From an optimization exercise on the open Yosys and OpenROAD flow, aimed at small area; shortcuts taken in it are not production practice.
In this exercise RTL edits were held to simulation tests only and were not proved equivalent to the original.
Power is estimated from default activity; no workload was simulated.

==> flow/design.v <==
`timescale 1ns/100ps
package armPkg;
  localparam int dataWidth    = 32;
  localparam int regAddrWidth = 4;
  localparam int numRegs      = 16;   
  localparam int flagWidth    = 4;
  typedef logic [dataWidth-1:0]    dataT;      
  typedef logic [regAddrWidth-1:0] regAddrT;
  typedef logic [flagWidth-1:0]    flagsT;     
  typedef enum logic [1:0] {
    aluAdd = 2'b00,
    aluSub = 2'b01,
    aluAnd = 2'b10,
    aluOrr = 2'b11
  } aluOpT;
  typedef enum logic {
    immByte = 1'b0,   
    immWord = 1'b1    
  } immSrcT;
  typedef enum logic [1:0] {
    fwdReg    = 2'b00,   
    fwdResult = 2'b01,   
    fwdAluOut = 2'b10    
  } fwdSelT;
endpackage
`timescale 1ns/100ps
`timescale 1ns/100ps
`timescale 1ns/100ps
`timescale 1ns/100ps
`timescale 1ns/100ps
`timescale 1ns/100ps
module armDatapath (
  input  logic    clk,
  input  logic    rstN,
  input  armPkg::dataT    instrF,
  input  logic    regSrcD,       
  input  armPkg::immSrcT  immSrcD,
  input  logic    aluSrcE,
  input  armPkg::aluOpT   aluControlE,
  input  armPkg::fwdSelT  forwardAE,
  input  armPkg::fwdSelT  forwardBE,
  input  logic    memToRegW,
  input  logic    regWriteW,
  input  logic    stallD,
  input  logic    flushD,
  input  armPkg::dataT    readDataM,
  output armPkg::dataT    instrD,
  output armPkg::dataT    aluOutM,
  output armPkg::dataT    writeDataM,
  output armPkg::flagsT   aluFlagsE,
  output logic    match1EM,
  output logic    match1EW,
  output logic    match2EM,
  output logic    match2EW,
  output logic    match12DE
);
  logic v1;
  always_ff @(posedge clk or negedge rstN) begin
    if (!rstN) v1 <= 1'b0;
    else       v1 <= 1'b1;
  end
  always_ff @(posedge clk or negedge rstN) begin
    if (!rstN)          instrD <= '0;
    else if (flushD)    instrD <= '0;
    else if (!stallD)   instrD <= instrF;
  end
  logic [3:0] ra1D, ra2D, waD;
  assign ra1D = instrD[19:16];
  assign ra2D = regSrcD ? instrD[15:12] : instrD[3:0];
  assign waD  = instrD[15:12];
  logic [3:0] ra1E, ra2E, waE, waM, waW;
  always_ff @(posedge clk or negedge rstN) begin
    if (!rstN) begin
      ra1E <= '0; ra2E <= '0; waE <= '0; waM <= '0; waW <= '0;
    end else begin
      ra1E <= ra1D; ra2E <= ra2D; waE <= waD; waM <= waE; waW <= waM;
    end
  end
  assign match1EM  = (waM == ra1E);
  assign match1EW  = (waW == ra1E);
  assign match2EM  = (waM == ra2E);
  assign match2EW  = (waW == ra2E);
  assign match12DE = (ra1D == waE) || (ra2D == waE);
  logic [11:0] immE;
  always_ff @(posedge clk) begin
    immE[7:0]  <= instrD[7:0];
    immE[11:8] <= immSrcD ? instrD[11:8] : 4'b0;
  end
  logic [31:0] aluOutW, readDataW, resultW;
  always_ff @(posedge clk) begin
    aluOutW   <= aluOutM;
    readDataW <= readDataM;
  end
  assign resultW = ({32{memToRegW & v1}} & readDataW) | ({32{~memToRegW & v1}} & aluOutW);
  logic [31:0] regs [16];
  logic [31:0] regsNext [16];
  logic [15:0] weR, holdR;
  always_comb begin
    for (int i = 0; i < 16; i++) begin
      weR[i]   = regWriteW & (waW == 4'(i));
      holdR[i] = ~weR[i];
    end
  end
  for (genvar i = 0; i < 16; i++) begin : g_reg
    holdMux32 hm (.q(regs[i]), .d(resultW), .hold(holdR[i]), .we(weR[i]), .y(regsNext[i]));
  end
  always_ff @(posedge clk) begin
    for (int i = 0; i < 16; i++) regs[i] <= regsNext[i];
  end
  logic [17:0] selA, selB;
  logic regA, regB;
  assign regA = forwardAE[0] ~^ forwardAE[1];
  assign regB = forwardBE[0] ~^ forwardBE[1];
  always_comb begin
    for (int i = 0; i < 16; i++) begin
      selA[i] = v1 & (ra1E == 4'(i)) & regA;
      selB[i] = v1 & (ra2E == 4'(i)) & regB;
    end
    selA[16] = forwardAE == 2'b01;
    selA[17] = forwardAE == 2'b10;
    selB[16] = forwardBE == 2'b01;
    selB[17] = forwardBE == 2'b10;
  end
  logic [17:0][31:0] srcs;
  always_comb begin
    for (int i = 0; i < 16; i++) srcs[i] = regs[i];
    srcs[16] = resultW;
    srcs[17] = aluOutM;
  end
  logic [31:0] srcAE, writeDataE;
  operandSelect opA (.sel(selA), .srcs(srcs), .y(srcAE));
  operandSelect opB (.sel(selB), .srcs(srcs), .y(writeDataE));
  logic [31:0] aluResult;
  logic [3:0]  flagsE;
  aluUnit alu0 (
    .a(srcAE), .wd(writeDataE), .imm(immE & {12{v1}}), .aluSrc(aluSrcE),
    .op(aluControlE), .y(aluResult), .flags(flagsE)
  );
  assign aluFlagsE = flagsE;
  always_ff @(posedge clk or negedge rstN) begin
    if (!rstN) begin
      aluOutM    <= '0;
      writeDataM <= '0;
    end else begin
      aluOutM    <= aluResult;
      writeDataM <= writeDataE;
    end
  end
endmodule
module operandSelect (
  input  logic [17:0]       sel,
  input  logic [17:0][31:0] srcs,
  output logic [31:0]       y
);
  for (genvar j = 0; j < 32; j++) begin : g_bit
    logic [5:0] part;
    for (genvar k = 0; k < 6; k++) begin : g_part
      aoi222 ao (.a0(srcs[3*k][j]),   .s0(sel[3*k]),
                 .a1(srcs[3*k+1][j]), .s1(sel[3*k+1]),
                 .a2(srcs[3*k+2][j]), .s2(sel[3*k+2]), .y(part[k]));
    end
    nand6 nd (.x(part), .y(y[j]));
  end
endmodule
module aoi222 (
  input  logic a0, s0, a1, s1, a2, s2,
  output logic y
);
  assign y = ~((a0 & s0) | (a1 & s1) | (a2 & s2));
endmodule
module nand6 (
  input  logic [5:0] x,
  output logic       y
);
  assign y = ~&x;
endmodule
module holdMux32 (
  input  logic [31:0] q,
  input  logic [31:0] d,
  input  logic        hold,
  input  logic        we,
  output logic [31:0] y
);
  assign y = (q & {32{hold}}) | (d & {32{we}});
endmodule
module aluUnit (
  input  logic [31:0] a,
  input  logic [31:0] wd,
  input  logic [11:0] imm,
  input  logic        aluSrc,
  input  logic [1:0]  op,
  output logic [31:0] y,
  output logic [3:0]  flags
);
  logic [31:0] b, bx, sum;
  logic        sub, cout, zero;
  assign b   = aluSrc ? {20'b0, imm} : wd;
  assign sub = ~op[1] & op[0];
  assign bx  = b ^ {32{sub}};
  adder32 add0 (.a(a), .b(bx), .cin(sub), .s(sum), .cout(cout));
  always_comb begin
    case (op)
      2'b10:   y = a & b;
      2'b11:   y = a | b;
      default: y = sum;
    endcase
  end
  zeroDetect zd0 (.r(y), .z(zero));
  assign flags = {y[31], zero, ~op[1] & cout,
                  ~op[1] & (a[31] == bx[31]) & (sum[31] != a[31])};
endmodule
module adder32 (
  input  logic [31:0] a,
  input  logic [31:0] b,
  input  logic        cin,
  output logic [31:0] s,
  output logic        cout
);
  logic [31:0] g, p, G, P;
  logic [32:0] c;
  always_comb begin
    g = a & b;
    p = a ^ b;
    G = g;
    P = p;
    G[0] = g[0] | (p[0] & cin);
    for (int k = 1; k <= 5; k++)
      for (int i = 0; i < 32; i++)
        if (((i + 1) % (1 << k)) == 0) begin
          G[i] = G[i] | (P[i] & G[i - (1 << (k-1))]);
          P[i] = P[i] & P[i - (1 << (k-1))];
        end
    for (int k = 4; k >= 1; k--)
      for (int i = 0; i < 32; i++)
        if (((i + 1) % (1 << k)) == (1 << (k-1)) && i >= (1 << k)) begin
          G[i] = G[i] | (P[i] & G[i - (1 << (k-1))]);
        end
    c[0] = cin;
    for (int i = 0; i < 32; i++) c[i+1] = G[i];
    s = p ^ c[31:0];
    cout = c[32];
  end
endmodule
module zeroDetect (
  input  logic [31:0] r,
  output logic        z
);
  assign z = (r == 32'b0);
endmodule
==> flow/flow/run.sh <==
#!/bin/bash
# Standard ORFS layout, with the port buffers made from the smallest buffer
# instead of ORFS's default pick (a delay cell). Every port still gets one.
set -euo pipefail
export BUFFER_PORTS_ARGS="-buffer_cell sky130_fd_sc_hd__buf_1"
bash standard.sh finish > make_finish.log 2>&1
==> flow/standard.sh <==
#!/bin/bash
# synth_recipe.tcl (not shown) runs the flow's synth.tcl, then flattens the netlist and writes it again
# the make line also repeats each setting of config.mk as NAME=value (left out here)
make -C /OpenROAD-flow-scripts/flow DESIGN_CONFIG=/design/flow/config.mk WORK_HOME=/design/flow/orfs CLKGATE_MAP_FILE= SYNTH_SCRIPT=/design/flow/synth_recipe.tcl "${@:-finish}"
==> flow/config.mk <==
export PLATFORM = sky130hd
export DESIGN_NAME = armDatapath
export DESIGN_NICKNAME = armDatapath
export VERILOG_FILES = /design/flow/design.v
export SDC_FILE = /design/flow/constraint.sdc
export NUM_CORES = 4
export LEC_CHECK = 0
export CAP_MARGIN = 20
export CORE_MARGIN = 2
export CORE_UTILIZATION = 40
export CTS_CLUSTER_DIAMETER = 100
export CTS_CLUSTER_SIZE = 30
export SLEW_MARGIN = 20
export SYNTH_HIERARCHICAL = 1
export SYNTH_MINIMUM_KEEP_SIZE = 0
==> flow/constraint.sdc <==
create_clock -name core_clock -period 9.0 [get_ports {clk}]
set_input_delay 1.8000 -clock core_clock [delete_from_list [all_inputs] [get_ports {clk}]]
set_output_delay 1.8000 -clock core_clock [all_outputs]
set_load 0.01 [all_outputs]
==> results.cfg, run 1 <==
[status]
status = complete, no violations

[logic_synthesis]
yosys.cell_count.top_type = sky130_fd_sc_hd__dfxtp_1
post_synthesis_sequential_area_ratio_pct = 49.23
postSynthAreaPerCell_um2 = 11.90
synth_cell_types = 60
synthTopCellsByCount = sky130_fd_sc_hd__dfxtp_1, sky130_fd_sc_hd__a22o_1, sky130_fd_sc_hd__a222oi_1
dominantRegCellSynth = sky130_fd_sc_hd__dfxtp_1
yosys_warnings = 12
yosys_register_bits = 705
synthesis.area_um2 = 29860
synthDominantAreaCellType = sky130_fd_sc_hd__dfxtp_1
synth_edf_count = 0
post_synth_inst_count = 2510
post_synth_main_area_contributors = sky130_fd_sc_hd__dfxtp_1, sky130_fd_sc_hd__a22o_1, sky130_fd_sc_hd__a222oi_1
yosys.area.top_type_share_pct = 39.42
synth_async_sr_flop_share_pct = 16.60
syn_nets = 2640

[sta]
finalMaxSlewViolations = 0
fin_worst_hold_slack_ps = 416.0
finalSetupViolations = 0
max_slew.worst_pin.slew_ps = 1145
period_needed_ps = 8840
fin_worst_skew_ps = 29.36
fmax_ghz = 0.1131
slew-limit-headroom_pct = 23.58
hold_viol_final = 0
min_period_over_period_pct = 98.22
setup_tns_ps = 0

[min_path]
worst_hold_path.num_cells = 0
type_of_the_worst_min_delay_path = reg2reg
min_from = instrD[4]
worst_min_delay_path_endpoint = immE[4]

[setup_path]
worstPathMaxFanout = 4
worstPathArrival_ps = 7040
crit_type = in2out
crit-reg2reg-capture = aluOutM[31]
setup.reg_to_reg.worst_slack_ps = 3820
reg2reg_depth = 21
crit_buf_inv = 7
crit_path_start_kind = primary input
worstPathRequired_ps = 7200
critPathMaxStageDelay_ps = 410
crit_slowest_cell = sky130_fd_sc_hd__fa_1
regToRegStartpoint = v1
cp_top_delay_family = simple AND/OR/NAND/NOR gates
crit_path_end_kind = output port

[floorplanning]
fp.dieH_um = 277.2
io-pin-count = 184
fp.dieW_um = 277.2
design.die.area_um2 = 76850
floorplan.initialDensity_pct = 40.24
site_rows = 100
core_region_area_um2 = 74200

[pwr]
power.ir.vdd_worst_mv = 0.1299
power_density_nw_per_um2 = 203.0
leakage_nw = 13.19

[placed_design]
detailedPlacementHpwl_um = 83180
finalWeightedCongestion = 0.9425
postPlaceCellArea_um2 = 32660
numPlacedInstances = 3765
placement.io_buffers = 183

[run]
max_cap_violations = 0

[clocking]
path_clk_slew_ps = 120
tritoncts = built
cts_inserted_buffers = 30
htreeDepth = 1
cts-root-to-sink-buffers = 3
clock-sinks = 705
worst_skew_pair.late_latency_ps = 670
root_buffer = sky130_fd_sc_hd__clkbuf_16

[finish]
flow.area_growth_from_synthesis_pct = 13.33
fraction_of_layout_cells_with_a_size_suffix_above_1_pct = 14.94
post-route-util_pct = 45.61
finish.net_count = 2968
n_antenna_cell = 0
post_layout_nonfiller_instances = 3827
post_route_design_area_um2 = 33840

[route]
antenna_violating_nets_post_route = 0
drt_first_pass_iters = 17
drc = 0
post_drt_wl_per_cell_um = 33.97
initialDrtViolationCount = 6045
vias = 27610
routed_via_density = 7.215
route.final.wire_length_um = 130000

[global_route]
via_count_of_the_first_global_routing_pass = 27160
gr-total-overflow = 0
antenna_found_initial = 4
wire_length_of_the_first_global_routing_pass_um = 185200
global_route.usage.total_pct = 32.10
largest_net_degree_at_the_start_of_global_routing = 70
[worst max path at each step]
stage,from,to,slack [ps],depth (start not counted)
after floorplan,forwardBE[0],aluFlagsE[2],170,27
after global placement,forwardAE[0],aluFlagsE[2],-4,26
after detailed placement,forwardBE[0],aluFlagsE[2],-40,25
after CTS,forwardBE[0],aluFlagsE[2],3,27
after global routing,forwardBE[0],aluFlagsE[2],-10,26
final,forwardAE[0],aluFlagsE[2],160,26
[worst register-to-register path, stage by stage, from the launching register on]
cell and delay, ps:
sky130_fd_sc_hd__dfrtp_2 720, sky130_fd_sc_hd__buf_4 380, sky130_fd_sc_hd__nand4b_1 230, sky130_fd_sc_hd__nor2_4 460, sky130_fd_sc_hd__a222oi_1 210, sky130_fd_sc_hd__and4_1 210, sky130_fd_sc_hd__nand3_1 150, sky130_fd_sc_hd__inv_2 60
sky130_fd_sc_hd__fa_1 410, sky130_fd_sc_hd__inv_1 90, sky130_fd_sc_hd__fa_2 240, sky130_fd_sc_hd__a211oi_4 80, sky130_fd_sc_hd__o211ai_2 260, sky130_fd_sc_hd__buf_4 150, sky130_fd_sc_hd__and3_4 280, sky130_fd_sc_hd__o21ai_4 90
sky130_fd_sc_hd__a31oi_2 190, sky130_fd_sc_hd__fa_2 230, sky130_fd_sc_hd__xor2_1 200, sky130_fd_sc_hd__inv_1 80, sky130_fd_sc_hd__o22ai_1 220, sky130_fd_sc_hd__buf_4 170
[final cells by class]
class | count | area, um^2
fillers | 6820 | 40360
flip-flops and latches | 705 | 14700
multi-input cells | 1622 | 13980
repair buffers | 438 | 2834
well taps | 969 | 1212
clock buffers | 40 | 829.5
inverters | 41 | 153.9
clock inverters | 12 | 128.9
[logic make-up (layout without fill, tap and decap cells)]
| kind of cell | Yosys count | count (layout) | synth area share (%) |
|---|---|---|---|
| DFF | 705 | 705 | 49.23 |
| AOI/OAI and AO/OA | 1038 | 1038 | 31.06 |
| and+or+nand+nor | 379 | 379 | 7.316 |
| xor gates and xnor gates | 72 | 72 | 2.112 |
| buffers and inverters | 183 | 531 | 4.953 |
| muxes | 81 | 81 | 2.757 |
| adders and majority gates | 51 | 51 | 2.564 |
| other | 1 | 1 | 0.01256 |
[placed cells by master, fill, tap and decap left out, types with 6 or more instances in the layout]
| cell type | instances |
|---|---|
| sky130_fd_sc_hd__a21o_1 | 14 |
| sky130_fd_sc_hd__nand3_1 | 67 |
| sky130_fd_sc_hd__nand2b_1 | 9 |
| sky130_fd_sc_hd__xnor2_1 | 22 |
| sky130_fd_sc_hd__a21oi_1 | 44 |
| sky130_fd_sc_hd__nor2_2 | 24 |
| sky130_fd_sc_hd__o21ai_0 | 34 |
| sky130_fd_sc_hd__buf_4 | 237 |
| sky130_fd_sc_hd__fa_1 | 14 |
| sky130_fd_sc_hd__buf_1 | 175 |
| sky130_fd_sc_hd__nor4_1 | 9 |
| sky130_fd_sc_hd__and2_1 | 17 |
| sky130_fd_sc_hd__nor2_1 | 40 |
| sky130_fd_sc_hd__dfxtp_1 | 588 |
| sky130_fd_sc_hd__clkbuf_1 | 7 |
| sky130_fd_sc_hd__a222oi_1 | 384 |
| sky130_fd_sc_hd__o21ai_1 | 9 |
| sky130_fd_sc_hd__and4_1 | 64 |
| sky130_fd_sc_hd__a22o_2 | 32 |
| sky130_fd_sc_hd__clkbuf_16 | 31 |
| sky130_fd_sc_hd__inv_2 | 6 |
| sky130_fd_sc_hd__xor2_1 | 50 |
| sky130_fd_sc_hd__nand2_1 | 46 |
| sky130_fd_sc_hd__a22o_1 | 480 |
| sky130_fd_sc_hd__nor3_4 | 6 |
| sky130_fd_sc_hd__inv_1 | 32 |
| sky130_fd_sc_hd__buf_12 | 17 |
| sky130_fd_sc_hd__nor2b_1 | 53 |
| sky130_fd_sc_hd__nand4_1 | 7 |
| sky130_fd_sc_hd__o2bb2ai_1 | 19 |
| sky130_fd_sc_hd__mux2i_1 | 73 |
| sky130_fd_sc_hd__nor3_2 | 6 |
| sky130_fd_sc_hd__ha_1 | 32 |
| sky130_fd_sc_hd__dfrtp_1 | 116 |
| sky130_fd_sc_hd__clkbuf_2 | 7 |
[Yosys stat by module, one instance, submodules excluded, excerpt]
| module | area [um^2] | copies in the design | flops+latches |
|---|---|---|---|
| holdMux32 | 350.3 | 16 | 0 |
| nand6 | 13.76 | 64 | 0 |
| aluUnit | 1353 | 1 | 0 |
| zeroDetect | 72.57 | 1 | 0 |
| aoi222 | 10.01 | 384 | 0 |
| adder32 | 1441 | 1 | 0 |
| armDatapath | 16660 | 1 | 705 |
[layer usage]
metal | up-vias | wire [um] | GRT usage [%]
li1 | 11240 | - | -
met1 | 13520 | 49000 | 41.03
met2 | 2318 | 56170 | 48.56
met3 | 527 | 16570 | 8.437
met4 | 6 | 8216 | 19.41
met5 | - | 49 | 0
[per-stage QoR]
step                total power [W]  worst slack [ps]
finish                     0.006868             159.8
global route               0.007086            -13.40
CTS                        0.006820             3.089
detailed placement         0.005089            -41.12
global placement           0.005042            -4.031
floorplan                  0.004503             167.3
[power breakdown]
| part | total (W) | internal, W | switching [W] |
|---|---|---|---|
| combinational | 0.00127 | 0.000569 | 0.000697 |
| sequential | 0.00383 | 0.00349 | 0.000337 |
| clock | 0.00178 | 0.000681 | 0.00110 |
[repair_timing]
item | 4_1_cts | 5_1_grt
resized for setup | 3 | 29
pin swaps | 1 | 21
buffers inserted | 2 | 7
endpoints found under the setup margin | 1 | 3
hold buffers | 0 | 0
[sequential cells by signal, indices dropped and copies added, names as in the netlist, 12 cells and up]
signal,count
aluOutM,32
aluOutW,32
immE,12
instrD,32
readDataW,32
regs,512
writeDataM,32
==> inputs of run 2 (changes only) <==
--- a/flow/design.v
+++ b/flow/design.v
@@ -59,10 +59,14 @@
     if (!rstN) v1 <= 1'b0;
     else       v1 <= 1'b1;
   end
-  always_ff @(posedge clk or negedge rstN) begin
-    if (!rstN)          instrD <= '0;
-    else if (flushD)    instrD <= '0;
-    else if (!stallD)   instrD <= instrF;
+  logic [31:0] instrNext;
+  logic holdD, loadD;
+  assign holdD = ~flushD & stallD;
+  assign loadD = ~flushD & ~stallD;
+  holdMux32 hmD (.q(instrD), .d(instrF), .hold(holdD), .we(loadD), .y(instrNext));
+  always_ff @(posedge clk or negedge rstN) begin
+    if (!rstN) instrD <= '0;
+    else       instrD <= instrNext;
   end
   logic [3:0] ra1D, ra2D, waD;
   assign ra1D = instrD[19:16];
@@ -107,20 +111,25 @@
   always_ff @(posedge clk) begin
     for (int i = 0; i < 16; i++) regs[i] <= regsNext[i];
   end
-  logic [17:0] selA, selB;
+  logic [15:0] decA, decB;
+  always_comb begin
+    for (int i = 0; i < 16; i++) begin
+      decA[i] = v1 & (ra1E == 4'(i));
+      decB[i] = v1 & (ra2E == 4'(i));
+    end
+  end
   logic regA, regB;
   assign regA = forwardAE[0] ~^ forwardAE[1];
   assign regB = forwardBE[0] ~^ forwardBE[1];
-  always_comb begin
-    for (int i = 0; i < 16; i++) begin
-      selA[i] = v1 & (ra1E == 4'(i)) & regA;
-      selB[i] = v1 & (ra2E == 4'(i)) & regB;
-    end
-    selA[16] = forwardAE == 2'b01;
-    selA[17] = forwardAE == 2'b10;
-    selB[16] = forwardBE == 2'b01;
-    selB[17] = forwardBE == 2'b10;
-  end
+  logic [17:0] selA, selB;
+  for (genvar i = 0; i < 16; i++) begin : g_sel
+    selectGate sgA (.dec(decA[i]), .en(regA), .sel(selA[i]));
+    selectGate sgB (.dec(decB[i]), .en(regB), .sel(selB[i]));
+  end
+  assign selA[16] = forwardAE == 2'b01;
+  assign selA[17] = forwardAE == 2'b10;
+  assign selB[16] = forwardBE == 2'b01;
+  assign selB[17] = forwardBE == 2'b10;
   logic [17:0][31:0] srcs;
   always_comb begin
     for (int i = 0; i < 16; i++) srcs[i] = regs[i];
@@ -162,6 +171,13 @@
     nand6 nd (.x(part), .y(y[j]));
   end
 endmodule
+module selectGate (
+  input  logic dec,
+  input  logic en,
+  output logic sel
+);
+  assign sel = dec & en;
+endmodule
 module aoi222 (
   input  logic a0, s0, a1, s1, a2, s2,
   output logic y
@@ -192,19 +208,13 @@
   output logic [31:0] y,
   output logic [3:0]  flags
 );
-  logic [31:0] b, bx, sum;
+  logic [31:0] b, bx, sum, g, p;
   logic        sub, cout, zero;
   assign b   = aluSrc ? {20'b0, imm} : wd;
   assign sub = ~op[1] & op[0];
   assign bx  = b ^ {32{sub}};
-  adder32 add0 (.a(a), .b(bx), .cin(sub), .s(sum), .cout(cout));
-  always_comb begin
-    case (op)
-      2'b10:   y = a & b;
-      2'b11:   y = a | b;
-      default: y = sum;
-    endcase
-  end
+  adder32 add0 (.a(a), .b(bx), .cin(sub), .s(sum), .g(g), .p(p), .cout(cout));
+  assign y = op[1] ? (g | (p & {32{op[0]}})) : sum;
   zeroDetect zd0 (.r(y), .z(zero));
   assign flags = {y[31], zero, ~op[1] & cout,
                   ~op[1] & (a[31] == bx[31]) & (sum[31] != a[31])};
@@ -214,9 +224,11 @@
   input  logic [31:0] b,
   input  logic        cin,
   output logic [31:0] s,
+  output logic [31:0] g,
+  output logic [31:0] p,
   output logic        cout
 );
-  logic [31:0] g, p, G, P;
+  logic [31:0] G, P;
   logic [32:0] c;
   always_comb begin
     g = a & b;
--- a/flow/config.mk
+++ b/flow/config.mk
@@ -8,8 +8,8 @@
 export CAP_MARGIN = 20
 export CORE_MARGIN = 2
 export CORE_UTILIZATION = 40
-export CTS_CLUSTER_DIAMETER = 100
-export CTS_CLUSTER_SIZE = 30
+export CTS_CLUSTER_DIAMETER = 80
+export CTS_CLUSTER_SIZE = 25
 export SLEW_MARGIN = 20
 export SYNTH_HIERARCHICAL = 1
 export SYNTH_MINIMUM_KEEP_SIZE = 0
==> results.cfg, run 2 <==
[floorplanning]
io-pin-count = 184
floorplan.initialDensity_pct = 40.22
design.die.area_um2 = 76670
fp.dieW_um = 276.9
fp.dieH_um = 276.9
site_rows = 100
core_region_area_um2 = 74070

[status]
status = complete, no violations

[global_route]
largest_net_degree_at_the_start_of_global_routing = 80
via_count_of_the_first_global_routing_pass = 26780
gr-total-overflow = 0
wire_length_of_the_first_global_routing_pass_um = 177000
global_route.usage.total_pct = 30.60
antenna_found_initial = 0

[sta]
fmax_ghz = 0.1136
slew-limit-headroom_pct = 22.54
fin_worst_skew_ps = 42.79
grt_setup_unrepaired = no
max_slew.worst_pin.slew_ps = 1160
finalMaxSlewViolations = 0
setup_tns_ps = 0
hold_viol_final = 0
finalSetupViolations = 0
period_needed_ps = 8806
min_period_over_period_pct = 97.85

[route]
drc = 0
initialDrtViolationCount = 7013
route.final.wire_length_um = 124300
vias = 27390
drt_first_pass_iters = 17
post_drt_wl_per_cell_um = 33.19
antenna_violating_nets_post_route = 0
routed_via_density = 7.311

[finish]
post-route-util_pct = 44.77
top_register = regs
top_library_cells_by_usage_in_the_layout_fill_and_taps_aside = sky130_fd_sc_hd__dfxtp_1, sky130_fd_sc_hd__a22o_1, sky130_fd_sc_hd__a222oi_1, sky130_fd_sc_hd__buf_1, sky130_fd_sc_hd__buf_4
n_antenna_cell = 0
largest_register_ffs = 512
layout.cells.most_common = sky130_fd_sc_hd__dfxtp_1
finish.net_count = 2879
fraction_of_layout_cells_with_a_size_suffix_above_1_pct = 11.96
flow.area_growth_from_synthesis_pct = 11.32
post_layout_nonfiller_instances = 3746

[setup_path]
worstPathRequired_ps = 7200
worstPathArrival_ps = 7010
critPathMaxStageDelay_ps = 680
crit_path_end_kind = output port
crit_type = in2out
critPathMostFrequentCell = sky130_fd_sc_hd__clkbuf_2
worstPathMaxFanout = 9
crit_slowest_cell = sky130_fd_sc_hd__a222oi_1
crit_path_start_kind = primary input
crit_path_cell_trace = clkbuf_2, inv_2, ha_4, and2_4, buf_6, a222oi_1, and4_1, nand3_1, mux2i_1, xor2_1, ha_1, a211oi_2, o211ai_2, and3_4, o21ai_4, a31oi_4, fa_2, xor2_2, nor2_1, a21oi_2, nor4_2, nand4_1, nor2_4, clkbuf_2

[logic_synthesis]
post_synthesis_sequential_area_ratio_pct = 49.34
synthTopCellsByCount = sky130_fd_sc_hd__dfxtp_1, sky130_fd_sc_hd__a22o_1, sky130_fd_sc_hd__a222oi_1
dominantRegCellSynth = sky130_fd_sc_hd__dfxtp_1
postSynthAreaPerCell_um2 = 11.92
synth_async_sr_flop_share_pct = 16.60
syn_nets = 2632
yosys_register_bits = 705
yosys_warnings = 11
synth_edf_count = 0
post_synth_main_area_contributors = sky130_fd_sc_hd__dfxtp_1, sky130_fd_sc_hd__a22o_1, sky130_fd_sc_hd__a222oi_1
post_synth_inst_count = 2500
synthDominantAreaCellType = sky130_fd_sc_hd__dfxtp_1
yosys.area.top_type_share_pct = 39.51
synthesis.area_um2 = 29790
yosys.cell_count.top_type = sky130_fd_sc_hd__dfxtp_1
synth_cell_types = 58

[pwr]
p_total_w = 0.007338
leakage_nw = 12.67
power.ir.vdd_worst_mv = 0.1460
power_density_nw_per_um2 = 221.3

[clocking]
htreeDepth = 2
cts_inserted_buffers = 40
path_clk_slew_ps = 90
worst_skew_pair.late_latency_ps = 630
cts-root-to-sink-buffers = 3
tritoncts = built
root_buffer = sky130_fd_sc_hd__clkbuf_16
post_cts_hold_buffer_count = 0
clock-sinks = 705

[placed_design]
placement.io_buffers = 183
numPlacedInstances = 3669
detailedPlacementHpwl_um = 76310
finalWeightedCongestion = 0.9286

[run]
max_cap_violations = 0

[min_path]
type_of_the_worst_min_delay_path = reg2reg
==> run 2: changes by cell type in the layout (fill, tap and decap cells not counted), moves of 15 or more <==
| cell | previous run | this run |
|---|---|---|
| sky130_fd_sc_hd__buf_4 | 237 | 154 |
| sky130_fd_sc_hd__nor2_2 | 24 | 3 |
| sky130_fd_sc_hd__and2_1 | 17 | 41 |
| sky130_fd_sc_hd__a21oi_1 | 44 | 73 |
| sky130_fd_sc_hd__nor3_1 | 1 | 16 |
| sky130_fd_sc_hd__mux2i_1 | 73 | 45 |
| sky130_fd_sc_hd__o21ai_0 | 34 | 7 |
| sky130_fd_sc_hd__o2bb2ai_1 | 19 | 0 |
| sky130_fd_sc_hd__a22o_1 | 480 | 510 |
==> run 2: critical path: cells and delay by family <==
family                   cells  cell delay, ps
AO/OA/AOI/OAI                6            1450
multiplexers                 1             190
AND/OR/NAND/NOR              8            1680
adder cells (fa/ha/maj)      3             970
XOR/XNOR                     2             410
buffers and inverters        4             450
==> run 2: kinds of logic (layout without fill, tap and decap cells) <==
group | Yosys count | after routing | share of synthesized area (%)
XOR/XNOR | 72 | 72 | 2.117
flip-flops | 705 | 705 | 49.34
other | 1 | 1 | 0.01259
AO/OA/AOI/OAI | 1038 | 1038 | 31.23
AND/OR/NAND/NOR | 401 | 401 | 7.905
multiplexers | 49 | 49 | 1.688
buffers and inverters | 181 | 458 | 5.053
adder cells (fa/ha/maj) | 53 | 53 | 2.654
==> run 2: timing repair <==
action,in CTS,in global routing
setup endpoints to repair,1,2
gates resized for setup,5,41
setup buffers,0,7
pin swaps,1,28
==> run 2: cell type report <==
| type | instances | area [um^2] |
|---|---|---|
| Clock buffer | 56 | 1102 |
| Clock inverter | 16 | 225.2 |
| Fill cell | 6945 | 40910 |
| Inverter | 40 | 151.4 |
| Multi-Input combinational cell | 1614 | 13760 |
| Sequential cell | 705 | 14700 |
| Tap cell | 969 | 1212 |
| Timing Repair Buffer | 346 | 2007 |
==> run 2: power breakdown <==
group          switching, W  total [W]  internal, W
Clock               0.00118    0.00212     0.000939
Combinational      0.000715    0.00130     0.000585
Sequential         0.000379    0.00392      0.00354
Total               0.00227    0.00734      0.00506
==> run 2: per-layer routing <==
| layer | part of all wire, % | up-vias | track usage, % |
|---|---|---|---|
| met1 | 38 | 13360 | 39.40 |
| met5 | 0 | - | 0.2502 |
| li1 | - | 11040 | - |
| met2 | 43 | 2419 | 46.35 |
| met4 | 5.9 | 0 | 16.93 |
| met3 | 13 | 571 | 8.529 |
==> run 2: path summary, 6_finish.rpt <==
path	startpoint	end	slack, ps	cells past startpoint
setup / recovery	forwardBE[0]	aluFlagsE[2]	190	24
hold / removal	instrD[4]	immE[4]	410	0
setup reg to reg	v1	aluOutM[31]	3470	21
hold reg to reg	instrD[4]	immE[4]	410	0
max in group asynchronous	rstN	writeDataM[15]	6330	3
min in group asynchronous	rstN	instrD[30]	1350	2
==> run 2: per-stage QoR <==
step	setup WS, ps	hold WS [ps]	cell area, um^2
final	193.8	413.8	33160
after CTS	66.33	415.2	32960
after global placement	-336.8	387.1	31620
after floorplan	883.9	408.4	29790
after detailed placement	-313.7	392.9	31620
after global routing	21.36	428.0	33160
==> run 2: per-module statistics from Yosys (local to each module, per instance), excerpt <==
module,copies in the design,flops+latches,area (um^2),cells
selectGate,32,0,6.256,1
holdMux32,17,0,350.3,38
aluUnit,1,0,1142,188
armDatapath,1,705,16230,941
adder32,1,0,1464,170
aoi222,384,0,10.01,1
nand6,64,0,13.76,2
zeroDetect,1,0,72.57,11
==> inputs of run 3 (changes only) <==
--- a/flow/config.mk
+++ b/flow/config.mk
@@ -8,7 +8,7 @@
 export CAP_MARGIN = 20
 export CORE_MARGIN = 2
 export CORE_UTILIZATION = 40
-export CTS_CLUSTER_DIAMETER = 80
+export CTS_CLUSTER_DIAMETER = 150
 export CTS_CLUSTER_SIZE = 25
 export SLEW_MARGIN = 20
 export SYNTH_HIERARCHICAL = 1
==> results.cfg, run 3 <==
[sta]
finalMaxSlewViolations = 0
setup_slack_ps = 192.1
slew-limit-headroom_pct = 20.46
setup_tns_ps = 0
fin_worst_hold_slack_ps = 409.7
min_period_over_period_pct = 97.87
hold_viol_final = 0
grt_setup_unrepaired = no
max_slew.worst_pin.slew_ps = 1191
fmax_ghz = 0.1135
fin_worst_skew_ps = 36.86
finalSetupViolations = 0
period_needed_ps = 8808

[floorplanning]
floorplan.initialDensity_pct = 40.22
core_region_area_um2 = 74070
design.die.area_um2 = 76670
site_rows = 100
fp.dieW_um = 276.9
io-pin-count = 184
fp.dieH_um = 276.9

[route]
routed_via_density = 7.300
post_drt_wl_per_cell_um = 33.34
drc = 0
initialDrtViolationCount = 7033
vias = 27260
route.final.wire_length_um = 124500
drt_first_pass_iters = 15
antenna_violating_nets_post_route = 0

[global_route]
antenna_found_initial = 0
gr_busiest_metal = met2
via_count_of_the_first_global_routing_pass = 26560
globalRouteMet1Util_pct = 39.75
wire_length_of_the_first_global_routing_pass_um = 176600
grt_use_met3_pct = 8.074
gr-total-overflow = 0
largest_net_degree_at_the_start_of_global_routing = 80
global_route.usage.total_pct = 30.54
gr-usage-met2_pct = 46.28

[logic_synthesis]
post_synthesis_sequential_area_ratio_pct = 49.34
synth_async_sr_flop_share_pct = 16.60
synthDominantAreaCellType = sky130_fd_sc_hd__dfxtp_1
synthTopCellsByCount = sky130_fd_sc_hd__dfxtp_1, sky130_fd_sc_hd__a22o_1, sky130_fd_sc_hd__a222oi_1
dominantRegCellSynth = sky130_fd_sc_hd__dfxtp_1
yosys.area.top_type_share_pct = 39.51
yosys_register_bits = 705
synth_edf_count = 0
postSynthAreaPerCell_um2 = 11.92
yosys.cell_count.top_type = sky130_fd_sc_hd__dfxtp_1
post_synth_inst_count = 2500
syn_nets = 2632
yosys_warnings = 11
post_synth_main_area_contributors = sky130_fd_sc_hd__dfxtp_1, sky130_fd_sc_hd__a22o_1, sky130_fd_sc_hd__a222oi_1
synth_cell_types = 58
synthesis.area_um2 = 29790

[setup_path]
crit_slowest_cell = sky130_fd_sc_hd__a222oi_1
critPathMostFrequentCell = sky130_fd_sc_hd__clkbuf_2
worstPathMaxFanout = 10
crit_path_start_kind = primary input
cp_top_delay_family = simple AND/OR/NAND/NOR gates
crit_path_cell_trace = clkbuf_2, ha_4, buf_6, and2_4, buf_12, a222oi_1, and4_1, nand3_2, mux2i_1, xor2_1, ha_1, a211oi_4, o211ai_2, and3_4, o21ai_4, a31oi_4, fa_2, xor2_2, nor2_1, a21oi_2, nor4_2, nand4_1, nor2_4, clkbuf_2
crit_buf_inv = 4
worstPathRequired_ps = 7200
worstPathArrival_ps = 7010
critPathMaxStageDelay_ps = 520
crit_path_end_kind = output port
crit_type = in2out

[clocking]
tritoncts = built
path_clk_slew_ps = 90
htreeDepth = 2
post_cts_hold_buffer_count = 0
root_buffer = sky130_fd_sc_hd__clkbuf_16
worst_skew_pair.late_latency_ps = 610
clock-sinks = 705
cts_inserted_buffers = 34
cts-root-to-sink-buffers = 3

[finish]
finish.net_count = 2875
post_route_design_area_um2 = 32900
flow.area_growth_from_synthesis_pct = 10.45
layout.cells.most_common = sky130_fd_sc_hd__dfxtp_1
fillCellCount = 6935
top_register = regs
n_antenna_cell = 0
largest_register_ffs = 512
top_library_cells_by_usage_in_the_layout_fill_and_taps_aside = sky130_fd_sc_hd__dfxtp_1, sky130_fd_sc_hd__a22o_1, sky130_fd_sc_hd__a222oi_1, sky130_fd_sc_hd__buf_1, sky130_fd_sc_hd__buf_4
fraction_of_layout_cells_with_a_size_suffix_above_1_pct = 11.36

[min_path]
type_of_the_worst_min_delay_path = reg2reg

[placed_design]
postPlaceCellArea_um2 = 31620
place_worst_setup_slack_ps = -313.7
placement.io_buffers = 183
finalWeightedCongestion = 0.9286
detailedPlacementHpwl_um = 76310

[pwr]
leakage_nw = 12.55
power_density_nw_per_um2 = 215.1
power.ir.vdd_worst_mv = 0.1606

[status]
status = complete, no violations

[run]
max_cap_violations = 0
==> run 3: cell counts after synthesis <==
No cell type changed its count.
==> run 3: kinds of logic after synthesis <==
group	Yosys count	synth area share, %
adder cells (fa/ha/maj)	53	2.654
buffers and inverters	181	5.053
AO/OA/AOI/OAI	1038	31.23
XOR/XNOR	72	2.117
other	1	0.01259
multiplexers	49	1.688
AND/OR/NAND/NOR	401	7.905
flip-flops	705	49.34
==> run 3: per-stage QoR <==
step / power (W) / util [%] / cells
finish: 0.007078 / 44.42 / 3734
global route: 0.007320 / 44.42 / 3734
CTS: 0.007011 / 44.09 / 3727
detailed placement: 0.005204 / 42.68 / 3669
global placement: 0.005158 / 42.68 / 3669
floorplan: 0.004678 / - / 2500
==> run 3: Yosys stat by module (local to each module, per instance), excerpt <==
module	flip-flops and latches	times used	cells inside
aluUnit	0	1	188
nand6	0	64	2
adder32	0	1	170
aoi222	0	384	1
armDatapath	705	1	941
holdMux32	0	17	38
zeroDetect	0	1	11
==> run 3: area by class of cell <==
class                      count  area [um^2]  area share (%)
timing repair buffer         348         2039           6.198
sequential                   705        14700           44.68
clock inverter                 1        20.02         0.06084
multi-input combinational   1614        13780           41.88
tap                          969         1212           3.685
clock buffer                  57         1001           3.042
inverter                      40        150.1          0.4563
==> run 3: path summary, 6_finish.rpt <==
| path | startpoint | end | slack (ps) | cells past startpoint |
|---|---|---|---|---|
| max in group asynchronous | rstN | writeDataM[16] | 6370 | 3 |
| setup / recovery | forwardBE[1] | aluFlagsE[2] | 190 | 24 |
| hold / removal | instrD[4] | immE[4] | 410 | 0 |
| min in group asynchronous | rstN | instrD[22] | 1360 | 2 |
| setup reg to reg | v1 | aluOutM[31] | 3650 | 21 |
| hold reg to reg | instrD[4] | immE[4] | 410 | 0 |
==> run 3: timing repair <==
action | CTS | global route
buffers inserted | 0 | 8
resized for setup | 5 | 46
hold endpoints to repair | 0 | 0
pin swaps | 1 | 26
setup endpoints to repair | 1 | 1
cloned | 0 | 1
==> run 3: layer usage <==
layer  part of all wire (%)  wire length (um)
met1                     38             46950
met2                     43             53830
met3                     13             16400
met4                    5.9              7319
met5                      0                 0
==> run 3: where the power goes <==
part           total [W]  internal [W]  switching, W  leakage (nW)
combinational    0.00131      0.000588      0.000718          5.73
clock            0.00185      0.000779       0.00107         0.489
sequential       0.00392       0.00354      0.000380          6.33
total            0.00708       0.00491       0.00217          12.5

port drivers added, routing unchanged:
Ports are ideal in the flow. The routed layouts listed here were re-timed in OpenROAD. Step 1 sets driving cells, clkbuf_16 on the clock port and buf_2 on the other inputs (assumed; they add their load-dependent delay and slew). Step 2 also shifts input and output timing later by t, the mid clock arrival at the registers, as if the neighbouring blocks saw the same clock. Three values: ideal ports, drivers, drivers and shift; two values: the first two.
run | t (ns) | setup WS [ns] | latest minus earliest clock arrival (ns) | worst register clock-pin slew, ns | cell pins on the clock port's net
run 1 | 0.724 | 0.160 / 0.134 / 0.134 | 0.031 / 0.032 | 0.12 / 0.12 | 1
run 2 | 0.668 | 0.194 / 0.169 / 0.169 | 0.044 / 0.044 | 0.11 / 0.11 | 1
run 3 | 0.661 | 0.192 / 0.157 / 0.157 | 0.037 / 0.037 | 0.11 / 0.11 | 1
After both steps setup and hold are still met in every run listed. For run 3, which loses most, drivers alone change the setup slack by -0.035 ns; drivers and shift together by -0.035 ns.
